Background: an optimization exercise with open tools, aiming at small area and few clock cycles per item. Do not read the settings as production practice.
At most, simulation tests tie the RTL to the original design; equivalence was not proved.
Only the layout flow was run in runs 1 to 3; the RTL was not checked for function there.

### flow/flow/run.sh
#!/bin/bash
# Standard layout, with the port buffers made from the smallest buffer cell.
set -o pipefail
export BUFFER_PORTS_ARGS="-buffer_cell sky130_fd_sc_hd__buf_1"
bash standard.sh finish > standard.log 2>&1
### flow/config.mk
export PLATFORM = sky130hd
export DESIGN_NAME = unsigned_fractional_divider
export DESIGN_NICKNAME = unsigned_fractional_divider
export VERILOG_FILES = /design/flow/design.v
export SDC_FILE = /design/flow/constraint.sdc
export NUM_CORES = 4
export LEC_CHECK = 0
export ABC_AREA = 1
export CAP_MARGIN = 20
export CORE_MARGIN = 2
export CORE_UTILIZATION = 55
export CTS_CLUSTER_DIAMETER = 100
export CTS_CLUSTER_SIZE = 40
export SLEW_MARGIN = 20
### flow/standard.sh
#!/bin/bash
# synth_recipe.tcl (not shown) runs the flow's synth.tcl, then flattens the netlist and writes it again
# the make line also repeats each setting of config.mk as NAME=value (left out here)
make -C /OpenROAD-flow-scripts/flow DESIGN_CONFIG=/design/flow/config.mk WORK_HOME=/design/flow/orfs CLKGATE_MAP_FILE= SYNTH_SCRIPT=/design/flow/synth_recipe.tcl "${@:-finish}"
### flow/design.v
`timescale 1ns / 1ps
`default_nettype none
package ufd_pkg;
	localparam int unsigned FIELD_WIDTH = 32;
	localparam int unsigned QUOT_WIDTH  = 64;
	localparam int unsigned BITS_PER_CLK = 6;
	localparam int unsigned RW = 33;
endpackage
`default_nettype wire
`timescale 1ns / 1ps
`default_nettype none
module ufd_stage (
	input  wire logic [ufd_pkg::RW-1:0] ws_i,
	input  wire logic [ufd_pkg::RW-1:0] wc_i,    
	input  wire logic [1:0]             n_i,     
	input  wire logic [31:0]            d,
	output logic [ufd_pkg::RW-1:0]      ws_o,
	output logic [ufd_pkg::RW-1:0]      wc_o,
	output logic [1:0]                  qp,      
	output logic [1:0]                  qn       
);
	localparam int unsigned YW = ufd_pkg::RW + 2;
	logic signed [6:0] est;
	logic signed [6:0] m2, m1, m0, mm1;
	logic          pos, neg, two;
	logic [YW-1:0] ys;
	logic [YW-1:0] yc;
	logic [YW-1:0] mag;
	logic          one;
	logic [YW-1:0] op;
	logic [YW-1:0] sum;
	logic [YW-1:0] cry;
	always_comb begin
		case (d[30:28])
			3'd0:    begin m2 = 7'sd12; mm1 = -7'sd13; end
			3'd1:    begin m2 = 7'sd14; mm1 = -7'sd15; end
			3'd2:    begin m2 = 7'sd15; mm1 = -7'sd16; end
			3'd3:    begin m2 = 7'sd16; mm1 = -7'sd17; end
			3'd4:    begin m2 = 7'sd18; mm1 = -7'sd19; end
			3'd5:    begin m2 = 7'sd19; mm1 = -7'sd20; end
			3'd6:    begin m2 = 7'sd20; mm1 = -7'sd21; end
			default: begin m2 = 7'sd22; mm1 = -7'sd23; end
		endcase
		m1 = d[30] ? 7'sd6 : 7'sd4;
		m0 = d[30] ? -7'sd7 : -7'sd5;
	end
	always_comb begin
		est = ws_i[ufd_pkg::RW-1 -: 7] + wc_i[ufd_pkg::RW-1 -: 7];
		pos = (est >= m1);
		neg = (est < m0);
		two = pos ? (est >= m2) : (est < mm1);
		qp  = {pos & two, pos & ~two};
		qn  = {neg & two, neg & ~two};
		ys  = {ws_i, n_i};
		yc  = {wc_i, 1'b0, pos};
		one = (pos | neg) & ~two;
		mag = ({YW{one}} & {{(YW-32){1'b0}}, d}) | ({YW{two & (pos | neg)}} & {{(YW-33){1'b0}}, d, 1'b0});
		op  = mag ^ {YW{pos}};
		sum = ys ^ yc ^ op;
		cry = (ys & yc) | (ys & op) | (yc & op);
		ws_o = sum[ufd_pkg::RW-1:0];
		wc_o = {cry[ufd_pkg::RW-2:0], 1'b0};
	end
endmodule
`default_nettype wire
`timescale 1ns / 1ps
`timescale 1ns / 1ps
`default_nettype none
module unsigned_fractional_divider (
	input  wire logic                            clk,
	input  wire logic                            arst_n,
	input  wire logic                            in_valid,
	output logic                                 in_ready,
	input  wire logic [ufd_pkg::FIELD_WIDTH-1:0] in_dividend,
	input  wire logic [ufd_pkg::FIELD_WIDTH-1:0] in_divisor,
	output logic                                 out_valid,
	input  wire logic                            out_ready,
	output logic [ufd_pkg::QUOT_WIDTH-1:0]       out_quotient
);
	localparam int unsigned B  = ufd_pkg::BITS_PER_CLK;
	localparam int unsigned K  = B / 2;             
	localparam int unsigned RW = ufd_pkg::RW;
	logic [3:0]    cnt_q;      
	logic          done_q;     
	logic [RW-1:0] ws_q;
	logic [RW-1:0] wc_q;
	logic [30:0]   d_q;        
	logic [B:0]    nb_q;       
	logic [63:0]   q_q;        
	logic [B-1:0]  pp_q;       
	logic [B-1:0]  pn_q;       
	logic          held_q;     
	logic          corr_q;     
	logic          busy;
	logic          load;
	assign busy      = (cnt_q != 4'd0);
	assign in_ready  = ~busy & (~done_q | out_ready);
	assign load      = in_valid & in_ready;
	assign out_valid = done_q;
	logic        bz;
	logic [4:0]  s;
	logic [31:0] x16, x8, x4, x2, x1;
	logic [2:0]  p;            
	logic [3:0]  cnt_init;
	logic [31+B-1:0] y;        
	always_comb begin
		bz   = (in_divisor == 32'd0);
		s[4] = (in_divisor[31:16] == 16'd0);
		x16  = s[4] ? {in_divisor[15:0], 16'd0} : in_divisor;
		s[3] = (x16[31:24] == 8'd0);
		x8   = s[3] ? {x16[23:0], 8'd0} : x16;
		s[2] = (x8[31:28] == 4'd0);
		x4   = s[2] ? {x8[27:0], 4'd0} : x8;
		s[1] = (x4[31:30] == 2'd0);
		x2   = s[1] ? {x4[29:0], 2'd0} : x4;
		s[0] = ~x2[31];
		x1   = s[0] ? {x2[30:0], 1'b0} : x2;
		p        = '0;
		cnt_init = '0;
		for (int k = 0; k < 32; k++) begin
			if (s == 5'(k)) begin
				p        = 3'((B - ((34 + k) % B)) % B);
				cnt_init = 4'((34 + k + (B - ((34 + k) % B)) % B) / B);
			end
		end
		y        = {in_dividend, {(B-1){1'b0}}} >> p;
	end
	logic [RW-1:0] ws_s [K+1];
	logic [RW-1:0] wc_s [K+1];
	logic [B-1:0]  dp;         
	logic [B-1:0]  dn;         
	assign ws_s[0] = ws_q;
	assign wc_s[0] = wc_q;
	for (genvar i = 0; i < K; i++) begin : g_step
		ufd_stage u_step (
			.ws_i (ws_s[i]),
			.wc_i (wc_s[i]),
			.n_i  (nb_q[B-2*i -: 2]),
			.d    ({1'b1, d_q}),
			.ws_o (ws_s[i+1]),
			.wc_o (wc_s[i+1]),
			.qp   (dp[B-1-2*i -: 2]),
			.qn   (dn[B-1-2*i -: 2])
		);
	end
	logic [RW-1:0] rc;         
	logic          rneg;
	logic          corr;
	logic [B+1:0]  lo;
	logic [63-B:0] tz;         
	logic [63:0]   q_n;
	always_comb begin
		rc[0] = 1'b0;
		for (int i = 1; i < RW; i++) begin
			rc[i] = (ws_q[i-1] & wc_q[i-1]) | (rc[i-1] & (ws_q[i-1] | wc_q[i-1]));
		end
		rneg  = held_q ? corr_q : (ws_q[RW-1] ^ wc_q[RW-1] ^ rc[RW-1]);
		corr  = ~busy & rneg;
		lo    = {2'b00, pp_q} - {2'b00, pn_q} - {{(B+1){1'b0}}, corr};
		tz[0] = 1'b1;
		for (int i = 1; i <= 63 - B; i++) begin
			tz[i] = tz[i-1] & ~q_q[i-1];
		end
		q_n   = {q_q[63-B:0] ^ ({(64-B){lo[B+1]}} & tz), lo[B-1:0]};
	end
	assign out_quotient = q_n;
	always_ff @(posedge clk or negedge arst_n) begin
		if (!arst_n) begin
			cnt_q  <= 4'd0;
			done_q <= 1'b0;
		end else if (load) begin
			cnt_q  <= bz ? 4'd0 : cnt_init;
			done_q <= bz;
		end else if (busy) begin
			cnt_q  <= cnt_q - 4'd1;
			done_q <= (cnt_q == 4'd1);
		end else if (out_ready) begin
			done_q <= 1'b0;
		end
	end
	always_ff @(posedge clk) begin
		if (load) begin
			ws_q <= RW'(y[31+B-1:B+1]);
			wc_q <= '0;
			nb_q <= y[B:0];
		end else begin
			ws_q <= ws_s[K];
			wc_q <= wc_s[K];
			nb_q <= {nb_q[0], {B{1'b0}}};
		end
		held_q <= done_q & ~out_ready;
		corr_q <= rneg;
	end
	always_ff @(posedge clk) begin
		if (load) begin
			d_q  <= x1[30:0];
			q_q  <= {64{bz}};
			pp_q <= {B{bz}};
			pn_q <= '0;
		end else if (busy) begin
			q_q  <= q_n;
			pp_q <= dp;
			pn_q <= dn;
		end
	end
endmodule
`default_nettype wire
### flow/constraint.sdc
create_clock -name core_clock -period 10.0 [get_ports {clk}]
set_input_delay 2.0000 -clock core_clock [delete_from_list [all_inputs] [get_ports {clk}]]
set_output_delay 2.0000 -clock core_clock [all_outputs]
set_load 0.01 [all_outputs]
==> run notes, run 1 <==
drt wl/cell=around 17 um; Final WS setup=-374 ps; Placement Setup Slack=-523 ps; post-synth cell types=slightly above 60; FF-to-FF setup slack=-370 ps; crit-path max cell delay=between 500 and 600 ps; mux cell area share after synthesis=0.0129; relative slew slack=0.242; Setup Skew=between 15 and 20 ps; worst hold slack=between 400 and 500 ps; Tot GR Track Use=0.305; main combinational cell family by area after synthesis=adder cells; vias in the first global route=roughly 15k; worst-skew pair later-pin latency=between 400 and 500 ps; Crit. Startpoint=wc_q[26]; layout cells sized above 1=0.180; CTS tree=done; vias per std cell=between 5 and 6; core area=a little over 30,000 sq um; Max Transition Viols Final=0; Simple-Gate Fraction of Synth Area=0.176; r2r startpoint=wc_q[26]; FILL cells=about 2.6k; top-area cell type share of the netlist area=0.167; slew at the pin with the worst max-slew slack=roughly 1100 ps; Num CTS Buffers=17; Buffers on Ports=133; DRC Markers=0; Worst Path Required=between 10,000 and 15,000 ps; Compound-Gate Fraction of Synth Area=0.147; Post-synth EDFFs=95; Synth area leaders=edfxtp_1 17%, fa_1 11%, inv_1 11%; CP top delay family=adder cells; dpl cell area=19,000 sq um; Crit path buffers/inverters=13; Final HPWL DP=37.0 mm; commonest non-fill, non-tap cell in the layout=inv_1; M1 wire length=about 21 mm; max cap viols=0; status=failed layout checks; CTS Hold Bufs=0; Synthesized Nets=approximately 2.6k; DR vias=~16k; CP Launch Type=flop; Failed Checks=negative setup slack; clk sink count=180; die area=~32,000 sq um; Hold Crit Start=nb_q[0]; final cell count without fillers=~2.9k; first-pass GRT wire length=between 70 and 80 mm; Slowest cell on crit path=fa_2; Mean Syn Cell Area=between 7 and 8 sq um; unrepaired setup endpoints after global routing=true; highest routing layer actually used=met4; H-tree depth=4; Detail Route Antenna Nets=0; critical path capture point type=flop; multi-input logic area=roughly 11,000 sq um; Final Hold Fails=0; crit path max fanout=7; Fmax=slightly below 100 MHz; period utilization=1.04; Root Buffer Master=clkbuf_16; row count=64; Synth Cell Area=between 15,000 and 20,000 sq um; RD Place Congestion=between 0.9 and 1; Die X=between 150 and 200 um; met3 WL=2.77 mm; final instance area=20,800 sq um; drt total wl=about 50 mm; Async S/R FF share, synth=0.0278; DR pass1 iterations=5; Initial Util=0.558; area occupied by registers=between 4000 and 5000 sq um; main flop type after synthesis=edfxtp_1; #FFs+latches synth=180; critical path type=reg2reg; Post-Synth XOR/XNOR Area=0.0687; First DRT Iteration DRCs=1,186; yosys warns=6; Post-Synth Adder-Cell Area=0.198; Die H=~180 um; CTS Buffer Depth=2; placed cell count=2,827; met2 WL=23.6 mm; Arrival @ worst endpoint=about 11,000 ps; Final Critical Period=~10,000 ps; setup violators final=just under 60; Reg clk slew, reported paths=~80 ps; Ports=134; pin count of the biggest net entering global routing=70; commonest non-fill, non-tap cells in the layout=441 x inv_1, 435 x nand2_1, 144 x buf_4, 131 x o21ai_0, 131 x buf_1; HP Class=reg2reg; antenna violations before repair=0; ANT cells=0; largest area contributor in the netlist=edfxtp_1; Synth-to-Final Area Change=22.0%; sequential-to-total area share from yosys stat=0.269; post-synthesis cell count=2,267; Nets=2,777; Remaining Overflow, GRT=0
-- synthesized netlist by cell type, drive strengths merged (5+ instances only) --
cell and instances:
o22ai 99, mux2i 22, a211oi 5, o21ai 157, o211ai 8, xnor2 17, inv 489, buf 27
dfrtp 5, nor3 8, xor2 115, o221ai 23, nor4 7, a31oi 54, a21oi 48, nand4 14
or2 17, ha 124, edfxtp 95, dfxtp 80, nand2 462, fa 91, clkbuf 62, nand3 44
nor2 160
-- worst reg2reg max path, delay by kind of cell (launching register included) --
family / cells / cell delay (ps)
fa+ha+maj: 10 / 3460
simple gates: 23 / 2520
xor+xnor: 4 / 750
flops: 1 / 360
compound gates: 17 / 2070
buf+inv: 13 / 1080
-- through the flow --
stage	TNS (ps)	util
2_1_floorplan	0	-
6_report	-13720	0.680
4_1_cts	-1330	0.655
3_5_place_dp	-22850	0.620
3_3_place_gp	-8210	0.620
5_1_grt	-41580	0.680
-- what timing repair did --
item	CTS	global route
gates cloned	3	0
gates resized for setup	63	150
pin swaps	38	79
setup endpoints to repair	62	82
setup buffers	12	30
-- registers in the layout, summed over array words and instances (netlist names), 4 cells and up --
| name | count |
|---|---|
| cnt_q | 4 |
| d_q | 31 |
| nb_q | 7 |
| pn_q | 6 |
| pp_q | 6 |
| q_q | 58 |
| wc_q | 32 |
| ws_q | 33 |
-- worst paths after layout --
kind,to,cells after the start
setup / recovery,ws_q[9],67
max in group asynchronous,done_q,1
setup reg to reg,ws_q[9],67
min in group asynchronous,cnt_q[2],1
hold reg to reg,nb_q[6],2
hold / removal,nb_q[6],2
-- routing by layer --
layer | vias to the layer above | global-route usage
met5 | - | 0
met4 | 0 | 0.122
met3 | 126 | 0.0412
met2 | 523 | 0.513
met1 | 7387 | 0.398
li1 | 7707 | -
-- cell type report --
cell class | count | share of cell area
clock inverter | 14 | 0.00806
multi-input combinational | 1507 | 0.543
clock buffer | 18 | 0.0216
timing repair buffer | 297 | 0.0929
inverter | 491 | 0.0894
tap | 396 | 0.0238
sequential | 180 | 0.221
-- cells by family after synthesis --
kind of cell | Yosys count
AND/OR/NAND/NOR | 719
flip-flops | 180
adder cells (fa/ha/maj) | 215
multiplexers | 22
AO/OA/AOI/OAI | 419
XOR/XNOR | 132
buffers and inverters | 580
==> run 2: changes to the inputs <==
--- a/flow/design.v
+++ b/flow/design.v
@@ -25,8 +25,7 @@
 	logic          pos, neg, two;
 	logic [YW-1:0] ys;
 	logic [YW-1:0] yc;
-	logic [YW-1:0] mag;
-	logic          one;
+	logic [YW-1:0] nmag;
 	logic [YW-1:0] op;
 	logic [YW-1:0] sum;
 	logic [YW-1:0] cry;
@@ -53,9 +52,10 @@
 		qn  = {neg & two, neg & ~two};
 		ys  = {ws_i, n_i};
 		yc  = {wc_i, 1'b0, pos};
-		one = (pos | neg) & ~two;
-		mag = ({YW{one}} & {{(YW-32){1'b0}}, d}) | ({YW{two & (pos | neg)}} & {{(YW-33){1'b0}}, d, 1'b0});
-		op  = mag ^ {YW{pos}};
+		nmag = ~(two ? {{(YW-33){1'b0}}, d, 1'b0} : {{(YW-32){1'b0}}, d});
+		for (int j = 0; j < YW; j++) begin
+			op[j] = nmag[j] ? pos : neg;
+		end
 		sum = ys ^ yc ^ op;
 		cry = (ys & yc) | (ys & op) | (yc & op);
 		ws_o = sum[ufd_pkg::RW-1:0];
--- a/flow/config.mk
+++ b/flow/config.mk
@@ -8,7 +8,5 @@
 export ABC_AREA = 1
 export CAP_MARGIN = 20
 export CORE_MARGIN = 2
-export CORE_UTILIZATION = 55
-export CTS_CLUSTER_DIAMETER = 100
-export CTS_CLUSTER_SIZE = 40
+export CORE_UTILIZATION = 40
 export SLEW_MARGIN = 20
==> run 2 against run 1 <==
Net effect: still fails the layout checks on negative setup slack; setup slack improved by 210 ps; flip-flop and latch count did not move.
==> run notes, run 2 <==
final instance area=21,600 sq um (+3.9%); met3 Use GR=0.0326 (-0.00858); Ports=134 (unchanged); Die X=212 um (+18%); post-synth cell types=61 (unchanged); met2 Use GR=0.389 (-0.124); RD Place Congestion=0.971 (+6.9%); antenna violations before repair=1 (+1); Root Buffer Master=clkbuf_16; Slowest cell on crit path=fa_1; DR vias=16.7k (+6.2%); crit path max fanout=7 (unchanged); Fmax=98.4 MHz (+2.1%); global routing's busiest layer=met2; clk sink count=180 (unchanged); top-area cell type share of the netlist area=0.165 (-0.00267); Post-synth top cells=604 x nand2_1, 453 x inv_1, 255 x o21ai_0; Tot GR Track Use=0.235 (-0.0699); status=failed layout checks; Synth area leaders=edfxtp_1 16%, nand2_1 13%, fa_1 11%; Final WS setup=-163 ps (+211 ps); Max Transition Viols Final=0 (unchanged); vias in the first global route=15.5k (+1.1%); max cap viols=0 (unchanged); Placement Setup Slack=-226 ps (+296 ps); crit-path max cell delay=560 ps (-20 ps); DRC Markers=0 (unchanged); FILL cells=4,105 (+56%); drt total wl=54.9 mm (+11%); commonest non-fill, non-tap cells in the layout=547 x nand2_1, 422 x inv_1, 220 x o21ai_0, 132 x buf_4, 130 x buf_1; Remaining Overflow, GRT=0 (unchanged); core area=42,900 sq um (+40%); Initial Util=0.404 (-0.153); yosys warns=6 (unchanged); Arrival @ worst endpoint=10,500 ps (-210 ps); Setup Skew=13.9 ps (-4.87 ps); relative slew slack=0.364 (+0.122); critical path type=reg2reg; drt wl/cell=17.1 um (+0.15%); Detail Route Antenna Nets=0 (unchanged); slew at the pin with the worst max-slew slack=951 ps (-183 ps); row count=76 (+19%); main flop type after synthesis=edfxtp_1; Die H=212 um (+18%); First DRT Iteration DRCs=1,350 (+14%); die area=45,000 sq um (+39%); Synthesized Nets=2,684 (+5.3%); period utilization=1.02 (-0.0211); unrepaired setup endpoints after global routing=true; count leader, synth=nand2_1; Crit path buffers/inverters=10 (-3); Nets=2,901 (+4.5%); CP Launch Type=flop; dpl cell area=19,000 sq um (+0.32%); area occupied by registers=4590 sq um (about the same); Worst Path Required=10,340 ps (about the same); Failed Checks=negative setup slack; Final HPWL DP=40.9 mm (+10%); DR pass1 iterations=5 (unchanged); pin count of the biggest net entering global routing=66 (-5.7%); Async S/R FF share, synth=0.0278 (unchanged); multi-input logic area=11,900 sq um (+5.5%); Mean Syn Cell Area=7.23 sq um (-3.9%); Reg clk slew, reported paths=80 ps (about the same); critical path capture point type=flop; Num CTS Buffers=17 (unchanged); H-tree depth=4 (unchanged); post-synthesis cell count=2,398 (+5.8%); Largest register FFs=58 (unchanged); first-pass GRT wire length=82.3 mm (+4.4%); sequential-to-total area share from yosys stat=0.264 (-0.00428); vias per std cell=5.20 (-4.1%); register bank with the most flops=q_q; worst-skew pair later-pin latency=460 ps (about the same); Synth Cell Area=17,300 sq um (+1.6%); layout cells sized above 1=0.205 (+0.0252); CP top delay family=adder cells; Final Hold Fails=0 (unchanged); Regs by FF count=q_q (58), ws_q (33), wc_q (32); Buffers on Ports=133 (unchanged); Post-synth EDFFs=95 (unchanged); ANT cells=0 (unchanged); commonest non-fill, non-tap cell in the layout=nand2_1; CTS tree=done; HP Class=reg2reg; met1 Usage GRT=0.312 (-0.0854); largest area contributor in the netlist=edfxtp_1; Synth-to-Final Area Change=24.7%; setup violators final=28 (-53%); Final Critical Period=10,160 ps (-211 ps); CTS Buffer Depth=2 (unchanged); #FFs+latches synth=180 (unchanged); CTS Hold Bufs=0 (unchanged)
## run 2: metrics by stage
step                      TNS (ps)  utilization  hold WS [ps]  std cells
after floorplan                  0            -           413       2398
after global placement       -41.5        0.443           427       3120
after detailed placement     -7000        0.443           431       3121
after CTS                     -666        0.463           458       3168
after global routing        -33440        0.504           478       3213
final                        -1720        0.504           454       3213
## run 2: final cells by class
cell class,instances,share of cell area
clock buffer,17,0.0197
inverter,468,0.0821
tap,585,0.0339
sequential,180,0.212
multi-input combinational,1652,0.552
timing repair buffer,296,0.0930
clock inverter,15,0.00724
## run 2: cells by family (layout without fill, tap and decap cells)
logic type | after synthesis | count (layout) | share of synthesized area
AOI/OAI and AO/OA | 512 | 512 | 0.172
xor gates and xnor gates | 35 | 35 | 0.0190
adders and majority gates | 218 | 218 | 0.198
buffers and inverters | 566 | 796 | 0.127
DFF | 180 | 180 | 0.264
muxes | 30 | 30 | 0.0173
and+or+nand+nor | 857 | 857 | 0.203
## run 2: repair_timing
item / in CTS / in global routing
gates resized for setup: 29 / 368
endpoints found under the setup margin: 61 / 83
pin swaps: 5 / 105
gates cloned: 2 / 4
endpoints found under the hold margin: 0 / 0
buffers inserted: 13 / 42
## run 2: final timing paths
kind | start | end | slack [ps] | cells after the start
worst max-delay path | ws_q[26] | ws_q[8] | -160 | 63
worst min-delay path | nb_q[0] | nb_q[6] | 450 | 2
worst max register to register | ws_q[26] | ws_q[8] | -160 | 63
worst min register to register | nb_q[0] | nb_q[6] | 450 | 2
max in group asynchronous | arst_n | cnt_q[2] | 8370 | 1
min in group asynchronous | arst_n | cnt_q[1] | 1400 | 1
## run 2: tightest hold or removal path, stage by stage (launching register included)
cell and delay [ps]:
dfxtp_1 310, nand2_1 50, o221ai_1 60
## run 2: per-layer routing
metal  vias up  wire [um]
li1       8107          -
met1      7893      23900
met2       570      25700
met3       146       3300
met4         2       1950
met5         -          8
==> run 3: changes to the inputs <==
--- a/flow/design.v
+++ b/flow/design.v
@@ -98,6 +98,8 @@
 	assign load      = in_valid & in_ready;
 	assign out_valid = done_q;
 	logic        bz;
+	logic        az;
+	logic        quick;        
 	logic [4:0]  s;
 	logic [31:0] x16, x8, x4, x2, x1;
 	logic [2:0]  p;            
@@ -105,6 +107,8 @@
 	logic [31+B-1:0] y;        
 	always_comb begin
 		bz   = (in_divisor == 32'd0);
+		az   = (in_dividend == 32'd0);
+		quick = bz | az;
 		s[4] = (in_divisor[31:16] == 16'd0);
 		x16  = s[4] ? {in_divisor[15:0], 16'd0} : in_divisor;
 		s[3] = (x16[31:24] == 8'd0);
@@ -169,8 +173,8 @@
 			cnt_q  <= 4'd0;
 			done_q <= 1'b0;
 		end else if (load) begin
-			cnt_q  <= bz ? 4'd0 : cnt_init;
-			done_q <= bz;
+			cnt_q  <= quick ? 4'd0 : cnt_init;
+			done_q <= quick;
 		end else if (busy) begin
 			cnt_q  <= cnt_q - 4'd1;
 			done_q <= (cnt_q == 4'd1);
--- a/flow/config.mk
+++ b/flow/config.mk
@@ -9,4 +9,5 @@
 export CAP_MARGIN = 20
 export CORE_MARGIN = 2
 export CORE_UTILIZATION = 40
+export SETUP_SLACK_MARGIN = 0.2
 export SLEW_MARGIN = 20
==> run 3 against run 2 <==
Net effect: still fails the layout checks on negative setup slack; flip-flop and latch count did not move; area after synthesis rose by 0.66%; via count fell by 0.50%; final area fell by 2.4%; die area rose by 0.65%; hold slack improved by 29 ps.
==> run notes, run 3 <==
Post-synth EDFFs=95 (unchanged); drt total wl=53.7 mm (-2.3%); register bank with the most flops=q_q; Placement Setup Slack=-160 ps (+66.1 ps); H-tree depth=4 (unchanged); yosys warns=6 (unchanged); CTS tree=done; unrepaired setup endpoints after global routing=true; Largest register FFs=58 (unchanged); Worst Hold Depth=1 (-1); met3 Use GR=0.0378 (+0.00516); antenna violations before repair=1 (unchanged); crit-path max cell delay=570 ps (about the same); met2 Use GR=0.411 (+0.0212); global routing's busiest layer=met2; Compound-Gate Fraction of Synth Area=0.155 (-0.0162); Hold EP=pn_q[0]; Root Buffer Master=clkbuf_16; Die H=213 um (+0.33%); crit path max fanout=6 (-1); Detail Route Antenna Nets=0 (unchanged); commonest non-fill, non-tap cell in the layout=nand2_1; #FFs+latches synth=180 (unchanged); Final HPWL DP=40.4 mm (-1.0%); r2r endpoint=ws_q[8]; RD Place Congestion=0.909 (-6.3%); layout cells sized above 1=0.162 (-0.0429); main combinational cell family by area after synthesis=simple AND/OR/NAND/NOR gates; clk sink count=180 (unchanged); Synth area leaders=edfxtp_1 16%, nand2_1 15%, fa_1 11%; Ports=134 (unchanged); relative slew slack=0.332 (-0.0323); Arrival @ worst endpoint=10,580 ps (+80 ps); core area=43,100 sq um (+0.44%); Setup TNS=-6450 ps (-4740 ps); first-pass GRT wire length=84.5 mm (+2.7%); Num CTS Buffers=17 (unchanged); Simple-Gate Fraction of Synth Area=0.221 (+0.0176); Regs by FF count=q_q (58), ws_q (33), wc_q (32); worst hold slack=484 ps (+29.1 ps); r2r startpoint=ws_q[26]; Nets=2,974 (+2.5%); First DRT Iteration DRCs=1,266 (-6.2%); count leader, synth=nand2_1; Synth-to-Final Area Change=21.0%; critical path type=reg2reg; worst-skew pair later-pin latency=480 ps (+20 ps); die area=45,300 sq um (+0.65%); max cap viols=0 (unchanged); Worst Path Required=10,340 ps (about the same); Mean Syn Cell Area=7.04 sq um (-2.6%); Reg clk slew, reported paths=80 ps (about the same); Synth Cell Area=17,400 sq um (+0.66%); sequential-to-total area share from yosys stat=0.262 (-0.00174); DR pass1 iterations=6 (+1); Post-Synth Adder-Cell Area=0.197 (-0.00131); Final Hold Fails=0 (unchanged); vias per std cell=5.06 (-2.7%); Synthesized Nets=2,764 (+3.0%); post-synthesis cell count=2,478 (+3.3%); Die X=213 um (+0.33%); CP Launch Type=flop; Final Critical Period=10,240 ps (+77.6 ps); HP Class=reg2reg; commonest non-fill, non-tap cells in the layout=658 x nand2_1, 447 x inv_1, 235 x o21ai_0, 145 x nor2_1, 132 x buf_1; Async S/R FF share, synth=0.0278 (unchanged); largest area contributor in the netlist=edfxtp_1; Hold Crit Start=pn_q[0]; DRC Markers=0 (unchanged); CTS Buffer Depth=2 (unchanged); pin count of the biggest net entering global routing=70 (+6.1%); FF-to-FF setup slack=-240 ps (-80 ps); ANT cells=0 (unchanged); Fmax=97.6 MHz (-0.76%); status=failed layout checks; post-synth cell types=56 (-8.2%); row count=76 (unchanged); setup violators final=46 (+64%); met1 Usage GRT=0.311 (-0.00176); Post-Synth XOR/XNOR Area=0.0204 (+0.00138); period utilization=1.02 (+0.00776); Final WS setup=-241 ps (-77.6 ps); Buffers on Ports=133 (unchanged); Post-synth top cells=693 x nand2_1, 473 x inv_1, 263 x o21ai_0; main flop type after synthesis=edfxtp_1; slew at the pin with the worst max-slew slack=989 ps (+37.8 ps); Max Transition Viols Final=0 (unchanged); Slowest cell on crit path=fa_1; mux cell area share after synthesis=0.0155 (-0.00184); top-area cell type share of the netlist area=0.164 (-0.00109); Tot GR Track Use=0.239 (+0.00450); vias in the first global route=16.0k (+3.4%); Remaining Overflow, GRT=0 (unchanged); drt wl/cell=16.3 um (-4.5%); DR vias=16.6k (-0.50%); Failed Checks=negative setup slack; Initial Util=0.405 (+0.000888); FF-to-FF path depth=61 (-3.2%); most frequent CP cell=o21ai_2; critical path capture point type=flop; Setup Skew=15.5 ps (+1.55 ps)
==> run 3: stage by stage <==
stage / area [sq um] / instances / utilization
final: 21100 / 3286 / 0.490
after floorplan: 17500 / 2478 / -
after global placement: 18900 / 3173 / 0.439
after CTS: 20400 / 3270 / 0.473
after detailed placement: 18900 / 3173 / 0.439
after global routing: 21100 / 3286 / 0.490
==> run 3: kinds of logic after synthesis <==
kind of cell	after synthesis
AOI/OAI and AO/OA	472
xor gates and xnor gates	38
adders and majority gates	218
buffers and inverters	582
DFF	180
muxes	27
and+or+nand+nor	961
==> run 3: metal layers <==
metal / routed length (um) / share of wire / vias to the layer above
met1: 23900 / 0.44 / 7814
met2: 25700 / 0.48 / 484
met5: 11 / 0.00020 / -
li1: - / - / 8244
met4: 1360 / 0.025 / 2
met3: 2760 / 0.051 / 90
==> run 3: layout make-up <==
type,count,area [sq um]
Clock buffer,18,439
Clock inverter,14,139
Fill cell,4280,22000
Inverter,482,1820
Multi-Input combinational cell,1718,11500
Sequential cell,180,4590
Tap cell,585,732
Timing Repair Buffer,289,1930
==> run 3: worst max path at each step <==
stage	startpoint	end	slack (ps)	cells past startpoint
finish	ws_q[26]	ws_q[8]	-240	61
global route	ws_q[26]	ws_q[8]	-780	66
CTS	wc_q[26]	ws_q[15]	150	66
detailed placement	wc_q[26]	ws_q[17]	-160	54
global placement	wc_q[26]	ws_q[14]	-10	59
floorplan	wc_q[26]	ws_q[9]	220	65
==> run 3: what timing repair did <==
action / 4_1_cts / 5_1_grt
hold buffers: 0 / 0
resized for setup: 100 / 159
gates cloned: 7 / 2
pin swaps: 36 / 69
setup buffers: 58 / 14
endpoints found under the setup margin: 63 / 73
endpoints found under the hold margin: 0 / 0
==> run 3: worst max-delay path, delay by kind of cell, from the launching register on <==
family	cells	cell delay [ps]
adder cells (fa/ha/maj)	9	3250
AO/OA/AOI/OAI	21	2560
AND/OR/NAND/NOR	17	1700
buffers and inverters	9	1160
XOR/XNOR	5	1070
flip-flops	1	340
==> run 4: changes to the inputs <==
--- a/flow/design.v
+++ b/flow/design.v
@@ -147,18 +147,15 @@
 			.qn   (dn[B-1-2*i -: 2])
 		);
 	end
-	logic [RW-1:0] rc;         
+	logic [RW-1:0] rem;
 	logic          rneg;
 	logic          corr;
 	logic [B+1:0]  lo;
 	logic [63-B:0] tz;         
 	logic [63:0]   q_n;
 	always_comb begin
-		rc[0] = 1'b0;
-		for (int i = 1; i < RW; i++) begin
-			rc[i] = (ws_q[i-1] & wc_q[i-1]) | (rc[i-1] & (ws_q[i-1] | wc_q[i-1]));
-		end
-		rneg  = held_q ? corr_q : (ws_q[RW-1] ^ wc_q[RW-1] ^ rc[RW-1]);
+		rem   = ws_q + wc_q;
+		rneg  = held_q ? corr_q : rem[RW-1];
 		corr  = ~busy & rneg;
 		lo    = {2'b00, pp_q} - {2'b00, pn_q} - {{(B+1){1'b0}}, corr};
 		tz[0] = 1'b1;
@@ -198,9 +195,9 @@
 	always_ff @(posedge clk) begin
 		if (load) begin
 			d_q  <= x1[30:0];
-			q_q  <= {64{bz}};
-			pp_q <= {B{bz}};
-			pn_q <= '0;
+			q_q  <= '0;
+			pp_q <= '0;
+			pn_q <= {{(B-1){1'b0}}, bz};
 		end else if (busy) begin
 			q_q  <= q_n;
 			pp_q <= dp;
--- a/flow/config.mk
+++ b/flow/config.mk
@@ -9,5 +9,5 @@
 export CAP_MARGIN = 20
 export CORE_MARGIN = 2
 export CORE_UTILIZATION = 40
-export SETUP_SLACK_MARGIN = 0.2
+export CTS_BUF_LIST = sky130_fd_sc_hd__clkbuf_8 sky130_fd_sc_hd__clkbuf_16
 export SLEW_MARGIN = 20
==> run 4 against run 3 <==
Net effect: the run now finishes clean; wire length decreased by 1.3%; hold slack got worse by 20 ps; first-iteration DRC count increased by 0.95%; register-to-register slack improved by 760 ps; flip-flop and latch count unchanged; area after synthesis decreased by 3.3%; setup slack improved by 760 ps; via count increased by 1.5%; highest routed layer unchanged.
==> run notes, run 4 <==
yosys warns=6 (unchanged); DRC Markers=0 (unchanged); first-pass GRT wire length=83.5 mm (-1.2%); final instance area=18,800 sq um (-11%); Remaining Overflow, GRT=0 (unchanged); pin count of the biggest net entering global routing=73 (+4.3%); post-layout util=0.450 (-0.0403); status=complete, no violations; Slowest cell on crit path=fa_1; sequential-to-total area share from yosys stat=0.234 (-0.0285); r2r endpoint=ws_q[28]; vias per std cell=5.28 (+4.4%); commonest non-fill, non-tap cells in the layout=752 x nand2_1, 345 x inv_1, 254 x nand3_1, 248 x o21ai_0, 143 x dfxtp_1; main flop type after synthesis=dfxtp_1; Max Transition Viols Final=0 (unchanged); Setup Skew=14.5 ps (-0.951 ps); Post-Synth Adder-Cell Area=0.180 (-0.0171); Buffers on Ports=133 (unchanged); Setup TNS=0 ps (+6450 ps); First DRT Iteration DRCs=1,278 (+0.95%); Hold EP=nb_q[6]; Initial Util=0.404 (-0.000914); Post-Synth XOR/XNOR Area=0.0145 (-0.00591); crit path max fanout=16 (+10); setup violators final=0 (-100%); HP Class=reg2reg; CTS tree=done; Final Critical Period=9490 ps (-755 ps); commonest non-fill, non-tap cell in the layout=nand2_1; Synthesized Nets=2,796 (+1.2%); main combinational cell family by area after synthesis=simple AND/OR/NAND/NOR gates; CTS Buffer Depth=2 (unchanged); die area=43,800 sq um (-3.2%); Hold Crit Start=nb_q[0]; Synth area leaders=dfxtp_1 17%, nand2_1 17%, fa_1 11%; drt wl/cell=16.6 um (+1.4%); post-synthesis cell count=2,542 (+2.6%); Synth Cell Area=16,900 sq um (-3.3%); Final Hold Fails=0 (unchanged); Compound-Gate Fraction of Synth Area=0.137 (-0.0187); Die X=209 um (-1.6%); max cap viols=0 (unchanged); Regs by FF count=q_q (58), ws_q (33), wc_q (32); RD Place Congestion=0.942 (+3.6%); Nets=2,898 (-2.6%); r2r startpoint=d_q[28]; crit-path max cell delay=510 ps (-60 ps); final cell count without fillers=3,196 (-2.7%); ANT cells=0 (unchanged); Mean Syn Cell Area=6.64 sq um (-5.7%); DR vias=16.9k (+1.5%); layout cells sized above 1=0.0662 (-0.0959); Root Buffer Master=clkbuf_16; Worst Path Required=10,340 ps (about the same); Post-synth top cells=754 x nand2_1, 345 x inv_1, 257 x o21ai_0; Largest register FFs=58 (unchanged); vias in the first global route=16.0k (-0.17%); largest area contributor in the netlist=dfxtp_1; Reg clk slew, reported paths=70 ps (about the same); CP top delay family=adder cells; CP Launch Type=flop; H-tree depth=4 (unchanged); row count=75 (-1.3%); core area=41,800 sq um (-3.1%); antenna violations before repair=2 (+1); most frequent CP cell=nand2_1; Arrival @ worst endpoint=9830 ps (-750 ps); relative slew slack=0.308 (-0.0239); Tot GR Track Use=0.239 (-0.000726); CTS Hold Bufs=0 (unchanged); Die H=209 um (-1.6%); critical path type=reg2reg; Fmax=105 MHz (+8.0%); worst-skew pair later-pin latency=460 ps (-20 ps); Worst Hold Depth=2 (+1); drt total wl=52.9 mm (-1.3%); dpl cell area=18,000 sq um (-4.9%); placed cell count=3,154 (-0.60%); count leader, synth=nand2_1; critical path capture point type=flop; Simple-Gate Fraction of Synth Area=0.319 (+0.0979); top-area cell type share of the netlist area=0.170 (+0.00613); DR pass1 iterations=6 (unchanged); period utilization=0.949 (-0.0755); Final HPWL DP=40.9 mm (+1.0%); slew at the pin with the worst max-slew slack=1040 ps (+46.3 ps); register bank with the most flops=q_q; mux cell area share after synthesis=0.00712 (-0.00837); #FFs+latches synth=180 (unchanged); Crit path buffers/inverters=6 (-3); Num CTS Buffers=17 (unchanged); Post-synth EDFFs=32 (-66%); Ports=134 (unchanged); Async S/R FF share, synth=0.0278 (unchanged); Synth-to-Final Area Change=11.3%; FF-to-FF path depth=54 (-11%); clk sink count=180 (unchanged); Detail Route Antenna Nets=0 (unchanged); post-synth cell types=59 (+5.4%); FF-to-FF setup slack=510 ps (+760 ps)
## run 4: cell count changes in the layout (fill, tap and decap cells not counted), sizes merged, moves of 15 or more
cell	before	now
nand3	40	257
inv	486	368
buf	287	188
nand2	702	773
dfxtp	80	143
edfxtp	95	32
o21ai	327	281
ha	124	92
o221ai	23	2
nand4	12	31
a22o	0	16
mux2i	27	12
## run 4: worst register-to-register path: cells and delay by family (launching register included)
family | cells | cell delay, ps
fa+ha+maj | 10 | 3650
simple gates | 22 | 2340
compound gates | 14 | 1810
buf+inv | 6 | 770
xor+xnor | 2 | 420
flops | 1 | 420
## run 4: cell families (layout without fill, tap and decap cells)
logic type,count (synthesis),after routing
AND/OR/NAND/NOR,1254,1257
buffers and inverters,471,583
AO/OA/AOI/OAI,412,412
adder cells (fa/ha/maj),186,186
flip-flops,180,180
XOR/XNOR,27,27
multiplexers,12,12
## run 4: worst max path at each step
stage                     startpoint       end  depth (start not counted)
final                        d_q[28]  ws_q[28]                         54
after global placement      wc_q[26]  ws_q[28]                         50
after CTS                   wc_q[26]  ws_q[28]                         53
after floorplan              d_q[28]   ws_q[0]                         57
after global routing        ws_q[28]   ws_q[6]                         56
after detailed placement    wc_q[26]  ws_q[30]                         53
## run 4: stage by stage
stage / worst slack [ps] / hold WS, ps
2_1_floorplan: 199 / 419
3_3_place_gp: 200 / 442
3_5_place_dp: -141 / 447
4_1_cts: 7.99 / 459
5_1_grt: -70.8 / 467
6_report: 514 / 463
## run 4: layout make-up
| type | instances | area [sq um] |
|---|---|---|
| sequential | 180 | 3950 |
| tap | 539 | 674 |
| inverter | 363 | 1370 |
| clock buffer | 20 | 489 |
| timing repair buffer | 188 | 962 |
| fill | 4382 | 23000 |
| clock inverter | 12 | 90.1 |
| multi-input combinational | 1894 | 11200 |
## run 4: routing by layer
metal | track usage | vias up | wire, um | share of wire
li1 | - | 8416 | - | -
met1 | 0.310 | 7843 | 23000 | 0.43
met2 | 0.405 | 520 | 25300 | 0.48
met4 | 0.0929 | 2 | 1730 | 0.033
met5 | 0 | - | 13 | 0.00025
met3 | 0.0278 | 102 | 2890 | 0.055
## run 4: timing repair
item / 4_1_cts / 5_1_grt
setup endpoints to repair: 48 / 68
pin swaps: 0 / 12
gates cloned: 0 / 3
endpoints found under the hold margin: 0 / 0
buffers inserted: 0 / 7
resized for setup: 2 / 33
Testbench counts of run 4, summed over its fixed seeds: cycles 60,775, items 8,000.
==> run 5: changes to the inputs <==
--- a/flow/config.mk
+++ b/flow/config.mk
@@ -9,5 +9,6 @@
 export CAP_MARGIN = 20
 export CORE_MARGIN = 2
 export CORE_UTILIZATION = 40
-export CTS_BUF_LIST = sky130_fd_sc_hd__clkbuf_8 sky130_fd_sc_hd__clkbuf_16
+export CTS_CLUSTER_DIAMETER = 80
+export CTS_CLUSTER_SIZE = 40
 export SLEW_MARGIN = 20
==> run 5 against run 4 <==
Net effect: first-iteration DRC count is the same; non-clock buffer count is the same; critical path type unchanged; core utilization is the same; area after synthesis is the same; still clean on timing, DRC and antenna; via count is essentially flat.
==> run notes, run 5 <==
Post-synth EDFFs=32 (unchanged); ANT cells=0 (unchanged); CTS Buffer Depth=2 (unchanged); yosys warns=6 (unchanged); Buffers on Ports=133 (unchanged); sequential-to-total area share from yosys stat=0.234 (unchanged); HP Class=reg2reg; top-area cell type share of the netlist area=0.170 (unchanged); register bank with the most flops=q_q; clk sink count=180 (unchanged); Worst Hold Depth=2 (unchanged); row count=75 (unchanged); die area=43,800 sq um (unchanged); Mean Syn Cell Area=6.64 sq um (unchanged); setup violators final=0 (unchanged); Fmax=105 MHz (unchanged); DR vias=16.9k (-0.071%); First DRT Iteration DRCs=1,278 (unchanged); #FFs+latches synth=180 (unchanged); Initial Util=0.404 (unchanged); count leader, synth=nand2_1; antenna violations before repair=2 (unchanged); first-pass GRT wire length=83.5 mm (unchanged); Arrival @ worst endpoint=9830 ps (about the same); CTS tree=done; Die H=209 um (unchanged); Worst Path Required=10,340 ps (about the same); main combinational cell family by area after synthesis=simple AND/OR/NAND/NOR gates; Largest register FFs=58 (unchanged); Post-Synth Adder-Cell Area=0.180 (unchanged); Tot GR Track Use=0.239 (unchanged); Reg clk slew, reported paths=70 ps (about the same); Root Buffer Master=clkbuf_16; Placement Setup Slack=-141 ps (unchanged); core area=41,800 sq um (unchanged); Setup TNS=0 ps (unchanged); largest area contributor in the netlist=dfxtp_1; DR pass1 iterations=6 (unchanged); RD Place Congestion=0.942 (unchanged); DRC Markers=0 (unchanged); main flop type after synthesis=dfxtp_1; commonest non-fill, non-tap cell in the layout=nand2_1; Synthesized Nets=2,796 (unchanged); Simple-Gate Fraction of Synth Area=0.319 (unchanged); Final WS setup=514 ps (+0.0310 ps); status=complete, no violations; pin count of the biggest net entering global routing=73 (unchanged); crit-path max cell delay=510 ps (about the same); Final Critical Period=9490 ps (-0.0310 ps); cell count along the critical path=54 (unchanged); Nets=2,898 (unchanged); Crit path buffers/inverters=6 (unchanged); Synth Cell Area=16,900 sq um (unchanged); post-synthesis cell count=2,542 (unchanged); commonest non-fill, non-tap cells in the layout=752 x nand2_1, 344 x inv_1, 254 x nand3_1, 248 x o21ai_0, 143 x dfxtp_1; Die X=209 um (unchanged); Detail Route Antenna Nets=0 (unchanged); Remaining Overflow, GRT=0 (unchanged); Ports=134 (unchanged); max cap viols=0 (unchanged); H-tree depth=4 (unchanged); Synth-to-Final Area Change=11.3% (unchanged); CP top delay family=adder cells; most frequent CP cell=nand2_1; Regs by FF count=q_q (58), ws_q (33), wc_q (32); Post-Synth XOR/XNOR Area=0.0145 (unchanged); worst-skew pair later-pin latency=460 ps (about the same); vias in the first global route=16.0k (unchanged); vias per std cell=5.28 (about the same); Setup Skew=14.6 ps (+0.0293 ps); Final HPWL DP=40.9 mm (unchanged); drt total wl=52.9 mm (about the same); FF-to-FF path depth=54 (unchanged); post-synth cell types=59 (unchanged); Final Hold Fails=0 (unchanged); drt wl/cell=16.6 um (about the same); relative slew slack=0.308 (unchanged); Compound-Gate Fraction of Synth Area=0.137 (unchanged); mux cell area share after synthesis=0.00712 (unchanged); Async S/R FF share, synth=0.0278 (unchanged); Num CTS Buffers=17 (unchanged); period utilization=0.949 (about the same); critical path capture point type=flop; CP Launch Type=flop; Synth area leaders=dfxtp_1 17%, nand2_1 17%, fa_1 11%; layout cells sized above 1=0.0662 (unchanged); critical path type=reg2reg; crit path max fanout=16 (unchanged); Max Transition Viols Final=0 (unchanged); Post-synth top cells=754 x nand2_1, 345 x inv_1, 257 x o21ai_0; slew at the pin with the worst max-slew slack=1040 ps (unchanged); Slowest cell on crit path=fa_1
-- run 5: path summary, 6_finish.rpt --
| check | startpoint | endpoint | slack (ps) |
|---|---|---|---|
| max | d_q[28] | ws_q[28] | 510 |
| min | nb_q[0] | nb_q[6] | 460 |
| max reg2reg | d_q[28] | ws_q[28] | 510 |
| min reg2reg | nb_q[0] | nb_q[6] | 460 |
| max in group asynchronous | arst_n | cnt_q[0] | 8300 |
| min in group asynchronous | arst_n | cnt_q[3] | 1430 |
-- run 5: cell families after synthesis --
| group | after synthesis |
|---|---|
| compound gates | 412 |
| xor+xnor | 27 |
| fa+ha+maj | 186 |
| buf+inv | 471 |
| flops | 180 |
| mux | 12 |
| simple gates | 1254 |
-- run 5: cell type report --
cell class	count	area (sq um)
clock buffers	21	493
clock inverters	11	86.3
fillers	4382	23000
inverters	363	1370
multi-input cells	1894	11200
flip-flops and latches	180	3950
well taps	539	674
repair buffers	188	962
-- run 5: repair_timing --
action / 4_1_cts / 5_1_grt
endpoints found under the hold margin: 0 / 0
buffers inserted: 0 / 7
cloned: 0 / 3
gates resized for setup: 2 / 33
endpoints found under the setup margin: 48 / 68
hold buffers: 0 / 0
pin swaps: 0 / 12
-- run 5: layer usage --
metal  GRT usage  share of wire
met1       0.310           0.44
met2       0.405           0.48
met3      0.0278          0.054
met4      0.0929          0.033
met5           0        0.00025
-- run 5: tightest hold or removal path: stages, from the launching register on --
cell and delay (ps):
dfxtp_1 310, nand2_1 50, nand3_1 70
-- run 5: per-stage QoR --
step	hold WS [ps]	utilization	std cells	instance area [sq um]
floorplan	419	-	2542	16900
global placement	442	0.430	3154	18000
detailed placement	447	0.430	3154	18000
CTS	459	0.444	3186	18600
global route	467	0.450	3196	18800
finish	463	0.450	3196	18800
==> run 6: changes to the inputs <==
--- a/flow/config.mk
+++ b/flow/config.mk
@@ -9,6 +9,5 @@
 export CAP_MARGIN = 20
 export CORE_MARGIN = 2
 export CORE_UTILIZATION = 40
-export CTS_CLUSTER_DIAMETER = 80
-export CTS_CLUSTER_SIZE = 40
+export CTS_CLUSTER_SIZE = 30
 export SLEW_MARGIN = 20
==> run 6 against run 5 <==
Net effect: hold slack unchanged; non-clock buffer count unchanged; sequential share of layout area unchanged; critical path type unchanged; critical endpoint unchanged; highest routed layer unchanged.
==> run notes, run 6 <==
status=complete, no violations; main flop type after synthesis=dfxtp_1; slew at the pin with the worst max-slew slack=1040 ps (unchanged); Root Buffer Master=clkbuf_16; Num CTS Buffers=17 (unchanged); First DRT Iteration DRCs=1,278 (unchanged); Post-synth EDFFs=32 (unchanged); Post-Synth Adder-Cell Area=0.180 (unchanged); crit path max fanout=16 (unchanged); Synth area leaders=dfxtp_1 17%, nand2_1 17%, fa_1 11%; Setup Skew=14.6 ps (unchanged); DRC Markers=0 (unchanged); Mean Syn Cell Area=6.64 sq um (unchanged); Initial Util=0.404 (unchanged); vias in the first global route=16.0k (unchanged); Synth Cell Area=16,900 sq um (unchanged); commonest non-fill, non-tap cell in the layout=nand2_1; Synth-to-Final Area Change=11.3% (unchanged); drt total wl=52.9 mm (unchanged); Async S/R FF share, synth=0.0278 (unchanged); Fmax=105 MHz (unchanged); Post-synth top cells=754 x nand2_1, 345 x inv_1, 257 x o21ai_0; drt wl/cell=16.6 um (unchanged); critical path capture point type=flop; row count=75 (unchanged); Synthesized Nets=2,796 (unchanged); Nets=2,898 (unchanged); commonest non-fill, non-tap cells in the layout=752 x nand2_1, 344 x inv_1, 254 x nand3_1, 248 x o21ai_0, 143 x dfxtp_1; dpl cell area=18,000 sq um (unchanged); Buffers on Ports=133 (unchanged); Ports=134 (unchanged); critical path type=reg2reg; count leader, synth=nand2_1; Compound-Gate Fraction of Synth Area=0.137 (unchanged); most frequent CP cell=nand2_1; Placement Setup Slack=-141 ps (unchanged); crit-path max cell delay=510 ps (about the same); CTS Hold Bufs=0 (unchanged); yosys warns=6 (unchanged); post-synthesis cell count=2,542 (unchanged); first-pass GRT wire length=83.5 mm (unchanged); worst hold slack=463 ps (unchanged); final cell count without fillers=3,196 (unchanged); core area=41,800 sq um (unchanged); Post-Synth XOR/XNOR Area=0.0145 (unchanged); Simple-Gate Fraction of Synth Area=0.319 (unchanged); Die H=209 um (unchanged); worst-skew pair later-pin latency=460 ps (about the same); Reg clk slew, reported paths=70 ps (about the same); Final HPWL DP=40.9 mm (unchanged); Worst Path Required=10,340 ps (about the same); Die X=209 um (unchanged); RD Place Congestion=0.942 (unchanged); setup violators final=0 (unchanged); largest area contributor in the netlist=dfxtp_1; max cap viols=0 (unchanged); Remaining Overflow, GRT=0 (unchanged); Detail Route Antenna Nets=0 (unchanged); Final Hold Fails=0 (unchanged); vias per std cell=5.28 (unchanged); post-synth cell types=59 (unchanged); CTS Buffer Depth=2 (unchanged); antenna violations before repair=2 (unchanged); H-tree depth=4 (unchanged); final instance area=18,800 sq um (unchanged); placed cell count=3,154 (unchanged); Slowest cell on crit path=fa_1; Final WS setup=514 ps (unchanged); clk sink count=180 (unchanged); DR pass1 iterations=6 (unchanged); die area=43,800 sq um (unchanged); CTS tree=done; #FFs+latches synth=180 (unchanged); period utilization=0.949 (unchanged); Arrival @ worst endpoint=9830 ps (about the same); register bank with the most flops=q_q; Max Transition Viols Final=0 (unchanged); Final Critical Period=9490 ps (unchanged); DR vias=16.9k (unchanged); relative slew slack=0.308 (unchanged); ANT cells=0 (unchanged); post-layout util=0.450 (unchanged); sequential-to-total area share from yosys stat=0.234 (unchanged); layout cells sized above 1=0.0662 (unchanged); CP Launch Type=flop; Largest register FFs=58 (unchanged); pin count of the biggest net entering global routing=73 (unchanged); top-area cell type share of the netlist area=0.170 (unchanged); mux cell area share after synthesis=0.00712 (unchanged); Tot GR Track Use=0.239 (unchanged); HP Class=reg2reg; Regs by FF count=q_q (58), ws_q (33), wc_q (32); main combinational cell family by area after synthesis=simple AND/OR/NAND/NOR gates
-- run 6: what timing repair did --
item                                    CTS  global route
endpoints found under the setup margin   48            68
cloned                                    0             3
setup buffers                             0             7
resized for setup                         2            33
pin swaps                                 0            12
-- run 6: layout make-up --
cell class	instances	area [sq um]
multi-input combinational	1894	11200
timing repair buffer	188	962
clock buffer	21	493
inverter	363	1370
fill	4382	23000
clock inverter	11	86.3
tap	539	674
sequential	180	3950
-- run 6: kinds of logic after synthesis --
logic type / after synthesis
XOR/XNOR: 27
buffers and inverters: 471
AND/OR/NAND/NOR: 1254
adder cells (fa/ha/maj): 186
AO/OA/AOI/OAI: 412
multiplexers: 12
flip-flops: 180
-- run 6: final timing paths --
check / slack (ps) / end / start / cells past startpoint
worst min register to register: 460 / nb_q[6] / nb_q[0] / 2
worst min-delay path: 460 / nb_q[6] / nb_q[0] / 2
min in group asynchronous: 1430 / cnt_q[3] / arst_n / 1
worst max register to register: 510 / ws_q[28] / d_q[28] / 54
max in group asynchronous: 8300 / cnt_q[0] / arst_n / 1
worst max-delay path: 510 / ws_q[28] / d_q[28] / 54
-- run 6: per-layer routing --
layer  share of wire  global-route usage
met1            0.44               0.310
met5         0.00025                   0
met4           0.033              0.0929
met2            0.48               0.405
met3           0.054              0.0278
-- run 6: critical path, delay by kind of cell, from the launching register on --
family                     cells  cell delay [ps]
and+or+nand+nor               22             2330
adders and majority gates     10             3650
buffers and inverters          6              760
xor gates and xnor gates       2              420
DFF                            1              420
AOI/OAI and AO/OA             14             1800
-- run 6: metrics by stage --
stage	TNS, ps
floorplan	0
global placement	0
detailed placement	-2850
CTS	0
global route	-479
finish	0
==> run 7: changes to the inputs <==
--- a/flow/config.mk
+++ b/flow/config.mk
@@ -9,5 +9,4 @@
 export CAP_MARGIN = 20
 export CORE_MARGIN = 2
 export CORE_UTILIZATION = 40
-export CTS_CLUSTER_SIZE = 30
 export SLEW_MARGIN = 20
==> run 7 against run 6 <==
Net effect: fmax did not move; sequential share of layout area did not move; register-to-register slack barely moved; final area did not move; setup slack did not move; die area did not move; critical endpoint unchanged.
==> run notes, run 7 <==
row count=75 (unchanged); critical path capture point type=flop; Die X=209 um (unchanged); Initial Util=0.404 (unchanged); multi-input logic area=11,200 sq um (unchanged); post-layout util=0.450 (unchanged); largest area contributor in the netlist=dfxtp_1; Synthesized Nets=2,796 (unchanged); drt total wl=52.9 mm (unchanged); FILL cells=4,382 (unchanged); critical path type=reg2reg; slew at the pin with the worst max-slew slack=1040 ps (unchanged); met1 Usage GRT=0.310 (unchanged); Worst Path Required=10,340 ps (about the same); vias in the first global route=16.0k (unchanged); Final WS setup=514 ps (unchanged); Ports=134 (unchanged); H-tree depth=4 (unchanged); Placement Setup Slack=-141 ps (unchanged); relative slew slack=0.308 (unchanged); Fmax=105 MHz (unchanged); Async S/R FF share, synth=0.0278 (unchanged); Regs by FF count=q_q (58), ws_q (33), wc_q (32); Setup Skew=14.6 ps (unchanged); Largest register FFs=58 (unchanged); met2 Use GR=0.405 (unchanged); Hold Crit Start=nb_q[0]; core area=41,800 sq um (unchanged); Die H=209 um (unchanged); Slowest cell on crit path=fa_1; Root Buffer Master=clkbuf_16; Final Hold Fails=0 (unchanged); Synth-to-Final Area Change=11.3% (unchanged); crit-path max cell delay=510 ps (about the same); die area=43,800 sq um (unchanged); max cap viols=0 (unchanged); CP Launch Type=flop; antenna violations before repair=2 (unchanged); Remaining Overflow, GRT=0 (unchanged); RD Place Congestion=0.942 (unchanged); register bank with the most flops=q_q; Num CTS Buffers=17 (unchanged); Max Transition Viols Final=0 (unchanged); met3 Use GR=0.0278 (unchanged); #FFs+latches synth=180 (unchanged); Tot GR Track Use=0.239 (unchanged); status=complete, no violations; Final HPWL DP=40.9 mm (unchanged); DRC Markers=0 (unchanged); count leader, synth=nand2_1; crit path max fanout=16 (unchanged); commonest non-fill, non-tap cells in the layout=752 x nand2_1, 344 x inv_1, 254 x nand3_1, 248 x o21ai_0, 143 x dfxtp_1; DR vias=16.9k (unchanged); Synth Cell Area=16,900 sq um (unchanged); drt wl/cell=16.6 um (unchanged); CTS tree=done; layout cells sized above 1=0.0662 (unchanged); commonest non-fill, non-tap cell in the layout=nand2_1; Worst Hold Depth=2 (unchanged); first-pass GRT wire length=83.5 mm (unchanged); sequential-to-total area share from yosys stat=0.234 (unchanged); main flop type after synthesis=dfxtp_1; r2r startpoint=d_q[28]; Crit. Startpoint=d_q[28]; post-synthesis cell count=2,542 (unchanged); DR pass1 iterations=6 (unchanged); Nets=2,898 (unchanged); yosys warns=6 (unchanged); vias per std cell=5.28 (unchanged); Reg clk slew, reported paths=70 ps (about the same); worst-skew pair later-pin latency=460 ps (about the same); clk sink count=180 (unchanged); Buffers on Ports=133 (unchanged); Mean Syn Cell Area=6.64 sq um (unchanged); HP Class=reg2reg; Arrival @ worst endpoint=9830 ps (about the same); setup violators final=0 (unchanged); First DRT Iteration DRCs=1,278 (unchanged); period utilization=0.949 (unchanged); top-area cell type share of the netlist area=0.170 (unchanged); Final Critical Period=9490 ps (unchanged); Post-synth EDFFs=32 (unchanged); global routing's busiest layer=met2; area occupied by registers=3950 sq um (unchanged); Post-synth top cells=754 x nand2_1, 345 x inv_1, 257 x o21ai_0; Synth area leaders=dfxtp_1 17%, nand2_1 17%, fa_1 11%; post-synth cell types=59 (unchanged); most frequent CP cell=nand2_1; final instance area=18,800 sq um (unchanged); worst hold slack=463 ps (unchanged); dpl cell area=18,000 sq um (unchanged); Detail Route Antenna Nets=0 (unchanged); pin count of the biggest net entering global routing=73 (unchanged); CTS Buffer Depth=2 (unchanged); ANT cells=0 (unchanged); FF-to-FF path depth=54 (unchanged)
-- run 7: area by class of cell --
cell class,instances,share of cell area
Inverter,363,0.0728
Timing Repair Buffer,188,0.0512
Sequential cell,180,0.210
Tap cell,539,0.0359
Clock inverter,11,0.00460
Clock buffer,21,0.0263
Multi-Input combinational cell,1894,0.599
-- run 7: critical path: cells and delay by family (launching register included) --
| family | cells | cell delay (ps) |
|---|---|---|
| AOI/OAI and AO/OA | 14 | 1800 |
| xor gates and xnor gates | 2 | 420 |
| adders and majority gates | 10 | 3650 |
| buffers and inverters | 6 | 760 |
| DFF | 1 | 420 |
| and+or+nand+nor | 22 | 2330 |
-- run 7: final timing paths --
check / end / slack [ps]
min: nb_q[6] / 460
min in group asynchronous: cnt_q[3] / 1430
max: ws_q[28] / 510
min reg2reg: nb_q[6] / 460
max reg2reg: ws_q[28] / 510
max in group asynchronous: cnt_q[0] / 8300
-- run 7: cells by family after synthesis --
family,share of synthesized area
AND/OR/NAND/NOR,0.319
multiplexers,0.00712
flip-flops,0.234
buffers and inverters,0.109
AO/OA/AOI/OAI,0.137
XOR/XNOR,0.0145
adder cells (fa/ha/maj),0.180
-- run 7: timing repair --
| item | in CTS | in global routing |
|---|---|---|
| gates resized for setup | 2 | 33 |
| setup endpoints to repair | 48 | 68 |
| buffers inserted | 0 | 7 |
| hold buffers | 0 | 0 |
| pin swaps | 0 | 12 |
| gates cloned | 0 | 3 |
-- run 7: metal layers --
metal | vias up | routed length (um) | part of all wire
li1 | 8415 | - | -
met1 | 7839 | 23000 | 0.44
met2 | 513 | 25300 | 0.48
met3 | 102 | 2870 | 0.054
met4 | 2 | 1730 | 0.033
met5 | - | 13 | 0.00025
-- run 7: per-stage QoR --
stage / std cells / setup TNS [ps]
after floorplan: 2542 / 0
final: 3196 / 0
after global routing: 3196 / -479
after global placement: 3154 / 0
after CTS: 3186 / 0
after detailed placement: 3154 / -2850

[what the ideal ports hide]
Ports are ideal in the flow. The routed layouts listed here were re-timed in OpenROAD. Step 1, drivers: a clkbuf_16 drives clk and a buf_2 each remaining input, both assumed. Step 2 times the ports against the registers' clock, not the clock port: input delays grow and output delays shrink by t, the midpoint of the rising clock arrivals with the driver on. Slacks: ideal ports / drivers / drivers and shift; pairs: ideal ports / drivers.
| run | t, ns | slack for setup (ns) | hold slack, ns | slew at the worst register clock pin (ns) | worst slew at a driven data input, ns |
|---|---|---|---|---|---|
| run 1 | 0.510 | -0.374 / -0.374 / -0.374 | 0.474 / 0.474 / 0.474 | 0.08 / 0.08 | 0.04 |
| run 2 | 0.511 | -0.163 / -0.163 / -0.163 | 0.454 / 0.454 / 0.454 | 0.08 / 0.08 | 0.08 |
| run 3 | 0.528 | -0.241 / -0.241 / -0.241 | 0.484 / 0.484 / 0.484 | 0.08 / 0.08 | 0.04 |
| run 4 | 0.502 | 0.514 / 0.514 / 0.514 | 0.463 / 0.463 / 0.463 | 0.08 / 0.08 | 0.04 |
| run 5 | 0.502 | 0.514 / 0.514 / 0.514 | 0.463 / 0.463 / 0.463 | 0.08 / 0.08 | 0.04 |
| run 6 | 0.502 | 0.514 / 0.514 / 0.514 | 0.463 / 0.463 / 0.463 | 0.08 / 0.08 | 0.04 |
| run 7 | 0.502 | 0.514 / 0.514 / 0.514 | 0.463 / 0.463 / 0.463 | 0.08 / 0.08 | 0.04 |
